Background: an optimization exercise with open tools, aiming at a short achievable clock period. Do not read the settings as production practice. The RTL was checked by simulation tests, not by an equivalence proof against the original design. Power and IR drop assume default switching activity.

$ cat design/flow/config.mk
export PLATFORM = sky130hd
export DESIGN_NAME = register_file_scoreboard
export DESIGN_NICKNAME = register_file_scoreboard
export VERILOG_FILES = /design/flow/design.v
export SDC_FILE = /design/flow/constraint.sdc
export NUM_CORES = 4
export LEC_CHECK = 0
export CAP_MARGIN = 20
export CORE_AREA = 10 10 390 390
export DIE_AREA = 0 0 400 400
export SETUP_SLACK_MARGIN = 3.0
export SLEW_MARGIN = 20
$ cat design/flow/constraint.sdc
create_clock -name core_clock -period 6.7 [get_ports {Clk}]
set_input_delay 1.3400 -clock core_clock [delete_from_list [all_inputs] [get_ports {Clk}]]
set_output_delay 1.3400 -clock core_clock [all_outputs]
set_load 0.01 [all_outputs]
$ cat design/flow/run.sh
#!/bin/bash
# synth_recipe.tcl (not shown) runs the flow's synth.tcl, then flattens the netlist and writes it again
# the make line also repeats each setting of config.mk as NAME=value (left out here)
make -C /OpenROAD-flow-scripts/flow DESIGN_CONFIG=/design/flow/config.mk WORK_HOME=/design/flow/orfs CLKGATE_MAP_FILE= SYNTH_SCRIPT=/design/flow/synth_recipe.tcl finish
$ cat design/flow/design.v
package regfile_pkg;
   localparam int DEFAULT_DATA_WIDTH     = 32;
   localparam int DEFAULT_ADDR_WIDTH     = 5;
   localparam int DEFAULT_NUM_READ_PORTS = 2;
   localparam int ZERO_IDX = 0;
   function automatic int popcount_width(input int addr_width);
      popcount_width = addr_width + 1;
   endfunction
endpackage
module reg_scoreboard #(
   parameter int ADDR_WIDTH = regfile_pkg::DEFAULT_ADDR_WIDTH,
   parameter int ZERO_REG   = 1
) (
   input  logic                                clk,
   input  logic                                rst,
   input  logic [ADDR_WIDTH-1:0]               issue_reg,
   input  logic                                sig_issue,
   input  logic                                flush,
   input  logic [ADDR_WIDTH-1:0]               write_reg,
   input  logic                                sig_reg_write,
   output logic [(2**ADDR_WIDTH)-1:0]          busy,
   output logic                                issue_ready,
   output logic [regfile_pkg::popcount_width(ADDR_WIDTH)-1:0] busy_count
);
   localparam int NUM_REGS = 2**ADDR_WIDTH;
   localparam int CW       = regfile_pkg::popcount_width(ADDR_WIDTH);
   logic [NUM_REGS-1:0] busy_q, busy_d;
   logic [CW-1:0]       count_q, count_d;
   logic                issue_is_zero;
   logic                accept;
   assign issue_is_zero = (ZERO_REG != 0) && (issue_reg == ADDR_WIDTH'(regfile_pkg::ZERO_IDX));
   assign issue_ready   = !busy_q[issue_reg] || issue_is_zero;
   assign accept        = sig_issue && issue_ready && !flush;
   always_comb begin
      busy_d = busy_q;
      if (sig_reg_write) begin
         busy_d[write_reg] = 1'b0;
      end
      if (accept && !issue_is_zero) begin
         busy_d[issue_reg] = 1'b1;
      end
      if (flush) begin
         busy_d = '0;
      end
   end
   always_comb begin
      count_d = '0;
      for (int i = 0; i < NUM_REGS; i++) begin
         count_d = count_d + CW'(busy_d[i]);
      end
   end
   always_ff @(posedge clk or posedge rst) begin
      if (rst) begin
         busy_q  <= '0;
         count_q <= '0;
      end else begin
         busy_q  <= busy_d;
         count_q <= count_d;
      end
   end
   assign busy       = busy_q;
   assign busy_count = count_q;
endmodule
module register_file_scoreboard #(
   parameter int DATA_WIDTH     = regfile_pkg::DEFAULT_DATA_WIDTH,
   parameter int ADDR_WIDTH     = regfile_pkg::DEFAULT_ADDR_WIDTH,
   parameter int NUM_READ_PORTS = regfile_pkg::DEFAULT_NUM_READ_PORTS,
   parameter int ZERO_REG       = 1
) (
   input  logic                                   Clk,
   input  logic                                   Reset,
   input  logic [NUM_READ_PORTS*ADDR_WIDTH-1:0]   Read_Register,
   output logic [NUM_READ_PORTS*DATA_WIDTH-1:0]   Read_Data,
   output logic [NUM_READ_PORTS-1:0]              Read_Busy,
   input  logic [ADDR_WIDTH-1:0]                  Write_Register,
   input  logic [DATA_WIDTH-1:0]                  Write_Data,
   input  logic                                   Sig_Reg_Write,
   input  logic [ADDR_WIDTH-1:0]                  Issue_Register,
   input  logic                                   Sig_Issue,
   output logic                                   Issue_Ready,
   input  logic                                   Flush,
   output logic [regfile_pkg::popcount_width(ADDR_WIDTH)-1:0]  Busy_Count
);
   localparam int NUM_REGS = 2**ADDR_WIDTH;
   logic [NUM_REGS-1:0][DATA_WIDTH-1:0] regs_q;
   logic [NUM_REGS-1:0][DATA_WIDTH-1:0] regs_d;
   logic [NUM_REGS-1:0]   busy;
   logic                  writable;
   assign writable = Sig_Reg_Write &&
                     !((ZERO_REG != 0) && (Write_Register == ADDR_WIDTH'(regfile_pkg::ZERO_IDX)));
   always_comb begin
      regs_d = regs_q;
      if (writable) begin
         regs_d[Write_Register] = Write_Data;
      end
   end
   always_ff @(posedge Clk or posedge Reset) begin
      if (Reset) begin
         regs_q <= '0;
      end else begin
         regs_q <= regs_d;
      end
   end
   for (genvar p = 0; p < NUM_READ_PORTS; p++) begin : g_read
      logic [ADDR_WIDTH-1:0] idx;
      logic                  idx_zero;
      logic                  fwd_hit;
      assign idx      = Read_Register[p*ADDR_WIDTH +: ADDR_WIDTH];
      assign idx_zero = (ZERO_REG != 0) && (idx == ADDR_WIDTH'(regfile_pkg::ZERO_IDX));
      assign fwd_hit  = writable && (Write_Register == idx);
      assign Read_Data[p*DATA_WIDTH +: DATA_WIDTH] =
         idx_zero ? '0 : (fwd_hit ? Write_Data : regs_q[idx]);
      assign Read_Busy[p] = busy[idx] && !fwd_hit && !idx_zero;
   end
   reg_scoreboard #(
      .ADDR_WIDTH (ADDR_WIDTH),
      .ZERO_REG   (ZERO_REG)
   ) u_scoreboard (
      .clk           (Clk),
      .rst           (Reset),
      .issue_reg     (Issue_Register),
      .sig_issue     (Sig_Issue),
      .flush         (Flush),
      .write_reg     (Write_Register),
      .sig_reg_write (Sig_Reg_Write),
      .busy          (busy),
      .issue_ready   (Issue_Ready),
      .busy_count    (Busy_Count)
   );
endmodule
==> qor.txt, run 1 <==
skew final - 0.00655 ns
aggregate negative setup slack - 0 ns
Period minus WS final - 6.46 ns
clk sink count - 1062
area share of the leading cell type in the synthesized netlist - 45.9%
Layout Area Growth over Synthesis - 20.7%
met3 GRT Util - 6.44%
level count of the clock H-tree - 3
Critical Path Sink Type - flop
reg2reg path depth - 20
GR Util met2 - 38.7%
maximum cell stage delay along the critical path - 0.55 ns
YS warnings - 2
Mapped Area - 57900 µm²
detailed-route wire length - 208 mm
most frequently used cell type in the post-synthesis netlist - sky130_fd_sc_hd__dfrtp_1
floorplan die width - 400 µm
kind of start point of the critical path - primary input
root buffer cell - sky130_fd_sc_hd__clkbuf_16
number of nets still failing antenna checks after routing - 0
min-delay src - regs_q[22]
reg2reg start - u_scoreboard.busy_q[30]
slew at the pin with the worst max-slew slack - 1.14 ns
detailed-route vias per instance - 6.46
endpoints failing hold - 0
clock-pin transition on the worst setup and hold timing paths - 0.06 ns
number of distinct library cell variants in the gate-level netlist after synthesis - 57
CP cell instances - buf_8 > buf_8 > mux4_2 > o2111ai_2 > nand3_4 > buf_6 > a31o_4 > ha_4 > inv_4 > fa_1 > fa_2 > fa_2 > fa_1 > fa_2 > fa_1 > fa_2 > inv_2 > fa_2 > buf_4 > buf_4 > xor2_1
total of flip-flops plus latches after synthesis - 1062
HPWL after detailed placement - 116 mm
Ports - 130
top cell type by total area after synthesis - sky130_fd_sc_hd__dfrtp_1
type of the worst min-delay path - flop to flop
top area cells in the synthesized netlist - sky130_fd_sc_hd__dfrtp_1 46%, sky130_fd_sc_hd__mux4_2 21%, sky130_fd_sc_hd__mux2_2 19%, sky130_fd_sc_hd__clkbuf_1 1.8%, sky130_fd_sc_hd__a22oi_1 1.5%
global-route wire length before repair - 296 mm
setup repair after global routing missed its margin - true
grt ovf - 0
cell count after synthesis - 3898
CP bufs+invs - 7
number of antenna violations at the first check in global routing - 17
leak pwr - 30.6 nW
final net count - 4187
total power - 21.0 mW
overall global routing resource usage - 25.4%
Routed WL per cell - 34.1 µm
crit share post-route - 96.4%
Worst path top cell family by delay - adder cells
maximum number of pins on one net before global-route repair - 140
final setup fails - 0
fraction of registers with async set or reset after synthesis - 100%
TritonCTS clock tree - yes
final estimated routing congestion in global placement - 0.904
most frequent cells after synthesis - 1062 x sky130_fd_sc_hd__dfrtp_1, 993 x sky130_fd_sc_hd__mux2_2, 536 x sky130_fd_sc_hd__mux4_2
instance count along the most critical hold path - 0
fin util - 48.7%
number of core rows - 139
clock buffers created by TritonCTS - 114
number of buffers added on ports - 129
post-placement cell count - 5732
count of maximum capacitance violations - 0
standard cell core area - 143000 µm²
starting density of the core - 40.4%
Max Slew Vio Count - 0
dominant register cell in the synthesized netlist - sky130_fd_sc_hd__dfrtp_1
vias in the first global route - 39800
Critical Path Slowest Stage Cell - sky130_fd_sc_hd__fa_2
busiest metal layer after global routing - met2
Most common cell on crit path - sky130_fd_sc_hd__fa_2
biggest fanout along the worst timing path - 6
data required time of the critical path - 7.32 ns
total number of vias - 39400
proportion of layout cells with a drive suffix above 1 - 58.5%
overall die area - 160000 µm²
FMAX - 0.155 GHz
sequential-to-total area share from yosys stat - 45.9%
residual DRC count - 0
CTS hold repair buffers - 0
worst min-delay path endpoint - regs_q[22]
Power Density - 301 nW/µm²
highest ir drop seen on vdd - 0.269 mV
number of DRC markers after the initial detailed-route iteration - 3875
worst slew slack as a fraction of its limit - 23.7%
clock network latency to the later pin of the worst-skew pair - 0.73 ns
maximum count of clock buffers along a single path - 3
number of enable flip-flop cells after synthesis - 0
reg-to-reg critical path endpoint - u_scoreboard.count_q[2]
result of the run - finished clean
r2r setup slk - 0.46 ns
post-synthesis area per instance - 14.9 µm²
First-pass DRT Iterations - 5
Non-Filler Instances - 6098
Critical Setup Path Class - primary input to flop
post-synthesis net count - 3995
Worst Path Arrival - 7.07 ns
Die Ht - 400 µm
fill cell total of the finished layout - 12200
met1 Use GR - 35.0%
[what timing repair did]
item / in CTS / in global routing
setup endpoints to repair: 974 / 476
resized for setup: 440 / 316
cloned: 17 / 9
pin swaps: 65 / 70
setup buffers: 65 / 54
[report_power, final]
group / leakage (nW) / internal (mW) / switching [mW]
Clock: 1.93 / 3.85 / 2.79
Sequential: 13.8 / 8.03 / 1.12
Combinational: 14.9 / 3.21 / 2.04
[routing by layer]
layer | up-vias | part of all wire, %
li1 | 15600 | -
met2 | 1825 | 45
met1 | 21500 | 42
met3 | 475 | 8.7
met5 | - | 0.0062
met4 | 2 | 4.2
[worst max path at each step]
stage	start	end	slack, ns	depth (start not counted)
6_report	Issue_Register[0]	u_scoreboard.count_q[2]	0.24	21
5_1_grt	Issue_Register[0]	u_scoreboard.count_q[4]	0.09	21
4_1_cts	Write_Register[1]	u_scoreboard.count_q[4]	0.20	24
3_5_place_dp	Issue_Register[0]	u_scoreboard.count_q[4]	-1.12	21
3_3_place_gp	Issue_Register[0]	u_scoreboard.count_q[4]	-1.09	22
2_1_floorplan	Reset	regs_q[0]	-9.29	1
[metrics by stage]
step	setup WS [ns]	instance area, µm²	hold WS, ns
6_report	0.244	69900	0.392
5_1_grt	0.0853	69900	0.410
4_1_cts	0.202	68400	0.396
3_5_place_dp	-1.12	62600	0.382
3_3_place_gp	-1.09	62600	0.377
2_1_floorplan	-9.29	58100	0.441
[area by class of cell]
class	count	area [µm²]	share of cell area, %
antenna	7	17.5	0.0251
clock buffer	185	3560	5.09
clock inverter	29	352	0.503
inverter	63	260	0.372
multi-input combinational	2321	30800	44.0
sequential	1062	26600	38.0
tap	1903	2380	3.41
timing repair buffer	528	6020	8.61
[logic make-up after synthesis]
group                    count (synthesis)  synth area share, %
XOR/XNOR                                17                0.257
AO/OA/AOI/OAI                          419                 5.46
multiplexers                          1615                 41.6
buffers and inverters                  515                 3.50
adder cells (fa/ha/maj)                 40                 1.17
flip-flops                            1062                 45.9
AND/OR/NAND/NOR                        230                 2.10
[sequential cells by signal (all words and copies together), names as in the netlist]
| register | cells |
|---|---|
| regs_q | 1024 |
| u_scoreboard.count_q | 6 |
| u_scoreboard.busy_q | 32 |
[cells in the final DEF (no fill, tap or decap), types with 17 or more instances in the layout]
master / synthesis / final
sky130_fd_sc_hd__mux2_2: 993 / 993
sky130_fd_sc_hd__fa_1: 24 / 18
sky130_fd_sc_hd__nand3_1: 77 / 67
sky130_fd_sc_hd__o22ai_1: 63 / 61
sky130_fd_sc_hd__nand2_1: 48 / 19
sky130_fd_sc_hd__clkbuf_8: 0 / 40
sky130_fd_sc_hd__mux4_2: 536 / 536
sky130_fd_sc_hd__a31o_2: 29 / 26
sky130_fd_sc_hd__clkdlybuf4s50_1: 0 / 30
sky130_fd_sc_hd__dfrtp_1: 1062 / 1062
sky130_fd_sc_hd__clkbuf_16: 0 / 125
sky130_fd_sc_hd__a22o_1: 60 / 32
sky130_fd_sc_hd__buf_8: 0 / 27
sky130_fd_sc_hd__buf_12: 0 / 50
sky130_fd_sc_hd__buf_6: 0 / 89
sky130_fd_sc_hd__a22oi_1: 116 / 114
sky130_fd_sc_hd__a211oi_4: 0 / 24
sky130_fd_sc_hd__mux2i_1: 86 / 84
sky130_fd_sc_hd__buf_2: 76 / 22
sky130_fd_sc_hd__a211oi_2: 0 / 23
sky130_fd_sc_hd__inv_1: 61 / 50
sky130_fd_sc_hd__buf_4: 0 / 247
sky130_fd_sc_hd__clkbuf_1: 282 / 29
sky130_fd_sc_hd__a211oi_1: 64 / 17
sky130_fd_sc_hd__buf_16: 0 / 28
sky130_fd_sc_hd__nand2_2: 0 / 21
==> run 2, diff against run 1 <==
==> design/flow/design.v (replaced) <==
package regfile_pkg;
   localparam int DEFAULT_DATA_WIDTH     = 32;
   localparam int DEFAULT_ADDR_WIDTH     = 5;
   localparam int DEFAULT_NUM_READ_PORTS = 2;
   localparam int ZERO_IDX = 0;
   function automatic int popcount_width(input int addr_width);
      popcount_width = addr_width + 1;
   endfunction
endpackage
module reg_scoreboard (
   input  logic        clk,
   input  logic        rst,
   input  logic [4:0]  issue_reg,
   input  logic        sig_issue,
   input  logic        flush,
   input  logic [4:0]  write_reg,
   input  logic        sig_reg_write,
   output logic [31:0] busy,
   output logic        issue_ready,
   output logic [5:0]  busy_count
);
   logic [31:1] busy_q, busy_d;
   logic [5:0]  count_q, count_d;
   logic [31:0] issue_dec, write_dec;
   logic        issue_busy, write_busy;
   logic        inc, dec;
   always_comb begin
      issue_dec = '0;
      write_dec = '0;
      issue_dec[issue_reg] = 1'b1;
      write_dec[write_reg] = 1'b1;
   end
   assign issue_busy  = |(issue_dec[31:1] & busy_q);
   assign write_busy  = |(write_dec[31:1] & busy_q);
   assign issue_ready = !issue_busy;
   assign inc = sig_issue && !flush && !issue_busy && (issue_reg != 5'd0);
   assign dec = sig_reg_write && write_busy;
   always_comb begin
      for (int i = 1; i < 32; i++) begin
         if (flush)
            busy_d[i] = 1'b0;
         else if (sig_issue && !issue_busy && issue_dec[i])
            busy_d[i] = 1'b1;
         else if (sig_reg_write && write_dec[i])
            busy_d[i] = 1'b0;
         else
            busy_d[i] = busy_q[i];
      end
   end
   always_comb begin
      if (flush)
         count_d = 6'd0;
      else if (inc && !dec)
         count_d = count_q + 6'd1;
      else if (dec && !inc)
         count_d = count_q - 6'd1;
      else
         count_d = count_q;
   end
   always_ff @(posedge clk or posedge rst) begin
      if (rst) begin
         busy_q  <= '0;
         count_q <= '0;
      end else begin
         busy_q  <= busy_d;
         count_q <= count_d;
      end
   end
   assign busy       = {busy_q, 1'b0};
   assign busy_count = count_q;
endmodule
module register_file_scoreboard (
   input  logic        Clk,
   input  logic        Reset,
   input  logic [9:0]  Read_Register,
   output logic [63:0] Read_Data,
   output logic [1:0]  Read_Busy,
   input  logic [4:0]  Write_Register,
   input  logic [31:0] Write_Data,
   input  logic        Sig_Reg_Write,
   input  logic [4:0]  Issue_Register,
   input  logic        Sig_Issue,
   output logic        Issue_Ready,
   input  logic        Flush,
   output logic [5:0]  Busy_Count
);
   logic [31:1][31:0] regs_q;
   logic [31:0]       busy;
   logic [31:0]       wdec;
   logic              writable;
   assign writable = Sig_Reg_Write && (Write_Register != 5'd0);
   always_comb begin
      wdec = '0;
      wdec[Write_Register] = writable;
   end
   always_ff @(posedge Clk or posedge Reset) begin
      if (Reset) begin
         regs_q <= '0;
      end else begin
         for (int i = 1; i < 32; i++)
            if (wdec[i]) regs_q[i] <= Write_Data;
      end
   end
   for (genvar p = 0; p < 2; p++) begin : g_read
      logic [4:0]  idx;
      logic [31:0] rdec;
      logic        fwd_hit;
      logic [31:0] stored;
      logic        busy_hit;
      assign idx     = Read_Register[p*5 +: 5];
      assign fwd_hit = writable && (Write_Register == idx);
      always_comb begin
         rdec = '0;
         rdec[idx] = 1'b1;
         stored   = '0;
         busy_hit = 1'b0;
         for (int i = 1; i < 32; i++) begin
            stored   = stored | ({32{rdec[i]}} & regs_q[i]);
            busy_hit = busy_hit | (rdec[i] & busy[i]);
         end
      end
      assign Read_Data[p*32 +: 32] = fwd_hit ? Write_Data : stored;
      assign Read_Busy[p]          = busy_hit && !fwd_hit;
   end
   reg_scoreboard u_scoreboard (
      .clk           (Clk),
      .rst           (Reset),
      .issue_reg     (Issue_Register),
      .sig_issue     (Sig_Issue),
      .flush         (Flush),
      .write_reg     (Write_Register),
      .sig_reg_write (Sig_Reg_Write),
      .busy          (busy),
      .issue_ready   (Issue_Ready),
      .busy_count    (Busy_Count)
   );
endmodule
==> qor.txt, run 2 <==
result of the run - finished clean (unchanged)
skew final - 0.00936 ns (was 0.00655 ns)
endpoints failing hold - 0 (unchanged)
data required time of the critical path - 5.36 ns (was 7.32 ns)
detailed-route vias per instance - 7.13 (was 6.46)
maximum number of pins on one net before global-route repair - 152 (was 140)
Layout Area Growth over Synthesis - 36.0% (was 20.7%)
sequential-to-total area share from yosys stat - 48.3% (was 45.9%)
M1 WL - 102 mm (was 86.6 mm)
post-placement cell count - 6839 (was 5732)
level count of the clock H-tree - 3 (unchanged)
number of distinct library cell variants in the gate-level netlist after synthesis - 76 (was 57)
global-route wire length before repair - 399 mm (was 296 mm)
YS warnings - 2 (unchanged)
Area after DPL - 61500 µm² (was 62600 µm²)
vias in the first global route - 50000 (was 39800)
commonest non-fill, non-tap cell in the layout - sky130_fd_sc_hd__dfrtp_1 (unchanged)
top area cells in the synthesized netlist - sky130_fd_sc_hd__dfrtp_1 48%, sky130_fd_sc_hd__mux2_2 21%, sky130_fd_sc_hd__a22oi_1 8.3%, sky130_fd_sc_hd__nand2_1 2.6%, sky130_fd_sc_hd__clkbuf_1 2.3% (was sky130_fd_sc_hd__dfrtp_1 46%, sky130_fd_sc_hd__mux4_2 21%, sky130_fd_sc_hd__mux2_2 19%, sky130_fd_sc_hd__clkbuf_1 1.8%, sky130_fd_sc_hd__a22oi_1 1.5%)
number of DRC markers after the initial detailed-route iteration - 10100 (was 3875)
Ports - 130 (unchanged)
proportion of layout cells with a drive suffix above 1 - 49.3% (was 58.5%)
number of enable flip-flop cells after synthesis - 0 (unchanged)
post-synthesis area per instance - 11.3 µm² (was 14.9 µm²)
Power Density - 296 nW/µm² (was 301 nW/µm²)
Final Worst Setup Slack - 0.890 ns (was 0.244 ns)
instance count along the most critical hold path - 1 (was 0)
final design instance area without fill - 72400 µm² (was 69900 µm²)
most frequent cells after synthesis - 1029 x sky130_fd_sc_hd__dfrtp_1, 997 x sky130_fd_sc_hd__mux2_2, 589 x sky130_fd_sc_hd__a22oi_1 (was 1062 x sky130_fd_sc_hd__dfrtp_1, 993 x sky130_fd_sc_hd__mux2_2, 536 x sky130_fd_sc_hd__mux4_2)
min-delay src - regs_q[707] (was regs_q[22])
overall die area - 160000 µm² (unchanged)
Mapped Area - 53300 µm² (was 57900 µm²)
detailed-route wire length - 296 mm (was 208 mm)
Hold WS - 0.534 ns (was 0.392 ns)
residual DRC count - 0 (unchanged)
crit share post-route - 86.7% (was 96.4%)
Compound-Gate Fraction of Synth Area - 17.7% (was 5.46%)
reg-to-reg critical path endpoint - u_scoreboard.count_q[5] (was u_scoreboard.count_q[2])
floorplan die width - 400 µm (unchanged)
top cell type by total area after synthesis - sky130_fd_sc_hd__dfrtp_1 (unchanged)
total number of vias - 52900 (was 39400)
number of nets still failing antenna checks after routing - 0 (unchanged)
grt ovf - 0 (unchanged)
met3 WL - 42.0 mm (was 18.1 mm)
worst min-delay path endpoint - regs_q[707] (was regs_q[22])
slew at the pin with the worst max-slew slack - 1.23 ns (was 1.14 ns)
DR top layer - met5 (unchanged)
highest ir drop seen on vdd - 0.285 mV (was 0.269 mV)
maximum count of clock buffers along a single path - 3 (unchanged)
starting density of the core - 37.1% (was 40.4%)
clock buffers created by TritonCTS - 112 (was 114)
dominant register cell in the synthesized netlist - sky130_fd_sc_hd__dfrtp_1 (unchanged)
CP cell instances - buf_6 > buf_12 > inv_6 > ha_4 > buf_6 > xor2_4 > buf_12 > buf_6 > and2_4 > buf_12 > a221oi_4 > o22ai_1 > nor4_1 > buf_4 > a21oi_1 > buf_4 > clkdlybuf4s15_2 (was buf_8 > buf_8 > mux4_2 > o2111ai_2 > nand3_4 > buf_6 > a31o_4 > ha_4 > inv_4 > fa_1 > fa_2 > fa_2 > fa_1 > fa_2 > fa_1 > fa_2 > inv_2 > fa_2 > buf_4 > buf_4 > xor2_1)
final setup fails - 0 (unchanged)
clk sink count - 1029 (was 1062)
Worst path top cell family by delay - buffers and inverters (was adder cells)
most frequently used cell type in the post-synthesis netlist - sky130_fd_sc_hd__dfrtp_1 (unchanged)
largest registers - regs_q: 992 flops, u_scoreboard.busy_q: 31 flops, u_scoreboard.count_q: 6 flops (was regs_q: 1024 flops, u_scoreboard.busy_q: 32 flops, u_scoreboard.count_q: 6 flops)
area share of the leading cell type in the synthesized netlist - 48.3% (was 45.9%)
pre-CTS WS - -0.185 ns (was -1.12 ns)
total of flip-flops plus latches after synthesis - 1029 (was 1062)
reg2reg path depth - 16 (was 20)
Die Ht - 400 µm (unchanged)
fin util - 50.5% (was 48.7%)
HPWL after detailed placement - 190 mm (was 116 mm)
kind of start point of the critical path - primary input (unchanged)
Non-Filler Instances - 7414 (was 6098)
FMAX - 0.172 GHz (was 0.155 GHz)
Max Slew Vio Count - 0 (unchanged)
TritonCTS clock tree - yes (unchanged)
Routed WL per cell - 40.0 µm (was 34.1 µm)
r2r setup slk - 2.69 ns (was 0.46 ns)
count of maximum capacitance violations - 0 (unchanged)
standard cell core area - 143000 µm² (unchanged)
main combinational cell family by area after synthesis - multiplexers (unchanged)
met2 layer wire length in the routed design - 120 mm (was 94.7 mm)
register bank with the most flops - regs_q (unchanged)
post-synthesis net count - 4789 (was 3995)
share of synthesized cell area in and, or, nand and nor gates - 8.03% (was 2.10%)
First-pass DRT Iterations - 12 (was 5)
number of core rows - 139 (unchanged)
fraction of synthesized area in multiplexers - 21.7% (was 41.6%)
Critical Setup Path Class - primary input to primary output (was primary input to flop)
setup repair after global routing missed its margin - true (unchanged)
biggest fanout along the worst timing path - 7 (was 6)
overall global routing resource usage - 35.2% (was 25.4%)
leading cell types in the layout, fill and taps excluded - 1029 x sky130_fd_sc_hd__dfrtp_1, 997 x sky130_fd_sc_hd__mux2_2, 564 x sky130_fd_sc_hd__buf_4, 483 x sky130_fd_sc_hd__a22oi_1, 303 x sky130_fd_sc_hd__nand2_1 (was 1062 x sky130_fd_sc_hd__dfrtp_1, 993 x sky130_fd_sc_hd__mux2_2, 536 x sky130_fd_sc_hd__mux4_2, 247 x sky130_fd_sc_hd__buf_4, 125 x sky130_fd_sc_hd__clkbuf_16)
adder-cell share of the synthesized area - 0.507% (was 1.17%)
fraction of registers with async set or reset after synthesis - 100% (unchanged)
Worst Path Arrival - 4.47 ns (was 7.07 ns)
CP bufs+invs - 10 (was 7)
CTS hold repair buffers - 0 (unchanged)
share of the synthesized netlist area taken by xor and xnor gates - 0.446% (was 0.257%)
root buffer cell - sky130_fd_sc_hd__clkbuf_16 (unchanged)
number of antenna violations at the first check in global routing - 26 (was 17)
Critical Path Sink Type - primary output (was flop)
final net count - 5477 (was 4187)
type of the worst min-delay path - flop to flop (unchanged)
number of buffers added on ports - 129 (unchanged)
Critical Path Slowest Stage Cell - sky130_fd_sc_hd__a221oi_4 (was sky130_fd_sc_hd__fa_2)
number of flip-flops in the largest register - 992 (was 1024)
cell count after synthesis - 4711 (was 3898)
maximum cell stage delay along the critical path - 0.53 ns (was 0.55 ns)
final estimated routing congestion in global placement - 1.02 (was 0.904)
Period minus WS final - 5.81 ns (was 6.46 ns)
clock network latency to the later pin of the worst-skew pair - 0.78 ns (was 0.73 ns)
reg2reg start - u_scoreboard.busy_q[10] (was u_scoreboard.busy_q[30])
worst slew slack as a fraction of its limit - 17.6% (was 23.7%)
leak pwr - 31.6 nW (was 30.6 nW)
fill cell total of the finished layout - 12600 (was 12200)
clock-pin transition on the worst setup and hold timing paths - 0.06 ns (about the same)
-- run 2: worst max-delay path by stage --
stage | from | endpoint | slack [ns] | cells past startpoint
after floorplan | Reset | regs_q[0] | -8.82 | 1
after global placement | Read_Register[0] | Read_Data[15] | -0.34 | 16
after detailed placement | Read_Register[0] | Read_Data[15] | -0.18 | 15
after CTS | Read_Register[1] | Read_Data[6] | 1.07 | 14
after global routing | Read_Register[5] | Read_Data[50] | 0.93 | 18
final | Read_Register[6] | Read_Data[34] | 0.89 | 17
-- run 2: layer usage --
layer / vias to the layer above / GRT usage [%]
met5: - / 0.454
met4: 18 / 29.2
met3: 1752 / 14.2
met2: 5117 / 49.6
met1: 26400 / 41.8
li1: 19600 / -
-- run 2: cell families after synthesis --
family                   after synthesis
AND/OR/NAND/NOR                      888
buffers and inverters                468
XOR/XNOR                              25
adder cells (fa/ha/maj)               21
multiplexers                        1026
AO/OA/AOI/OAI                       1254
flip-flops                          1029
-- run 2: worst reg2reg max path: cells and delay by family, from the launching register on --
family	cells	cell delay (ns)
AO/OA/AOI/OAI	7	1.42
adder cells (fa/ha/maj)	1	0.22
flip-flops	1	0.49
multiplexers	2	0.54
AND/OR/NAND/NOR	6	1.23
-- run 2: final cells by class --
cell class	count	area, µm²	share of cell area [%]
clock buffers	157	3300	4.55
flip-flops and latches	1029	25700	35.6
diodes	22	55.1	0.0760
clock inverters	47	636	0.878
well taps	1903	2380	3.29
multi-input cells	3215	29300	40.4
inverters	19	130	0.180
repair buffers	1022	10900	15.0
-- run 2: where the power goes --
group / total, mW / internal [mW] / switching (mW) / leakage [nW]
clock: 6.75 / 3.95 / 2.79 / 1.92
sequential: 9.79 / 7.92 / 1.87 / 13.2
combinational: 4.92 / 2.52 / 2.39 / 16.4
total: 21.4 / 14.4 / 7.06 / 31.6
-- run 2: repair_timing --
item                                    in CTS  in global routing
setup buffers                              176                154
endpoints found under the setup margin     979                427
gates cloned                                11                  8
resized for setup                          623                546
pin swaps                                  185                253
-- run 2: through the flow --
step	TNS [ns]	power [mW]
floorplan	-9079.77	11.6
global placement	-0.631	13.8
detailed placement	-0.512	13.9
CTS	0	20.8
global route	0	22.0
finish	0	21.4

[afterwards: timing with drivers on the ports]
In the flow no input, the clock included, has a driving cell. The finished layouts below were timed again as built, in two steps.
Step 1, drivers: a clkbuf_16 drives Clk and a buf_2 each remaining input, both assumed.
Step 2, shift: input delay + t, output delay - t, t = (earliest + latest rising clock arrival at the registers) / 2. This alone moves slack from input paths to output paths.
Three values: no drivers, after step 1, after step 2; two values: the first two.
run	shift t [ns]	setup WS [ns]	worst setup path at the end	slew at the worst register clock pin (ns)	pins driven straight from the clock port
run 1	0.815	0.244 / 0.266 / -0.548	input to register	0.07 / 0.07	1
run 2	0.863	0.890 / 0.822 / 0.822	input to output	0.07 / 0.07	1
With both steps, setup timing fails in run 1, where it was met with ideal ports. The setup slack of run 1, which loses most, moves by +0.022 ns with the drivers and by -0.792 ns with both steps.
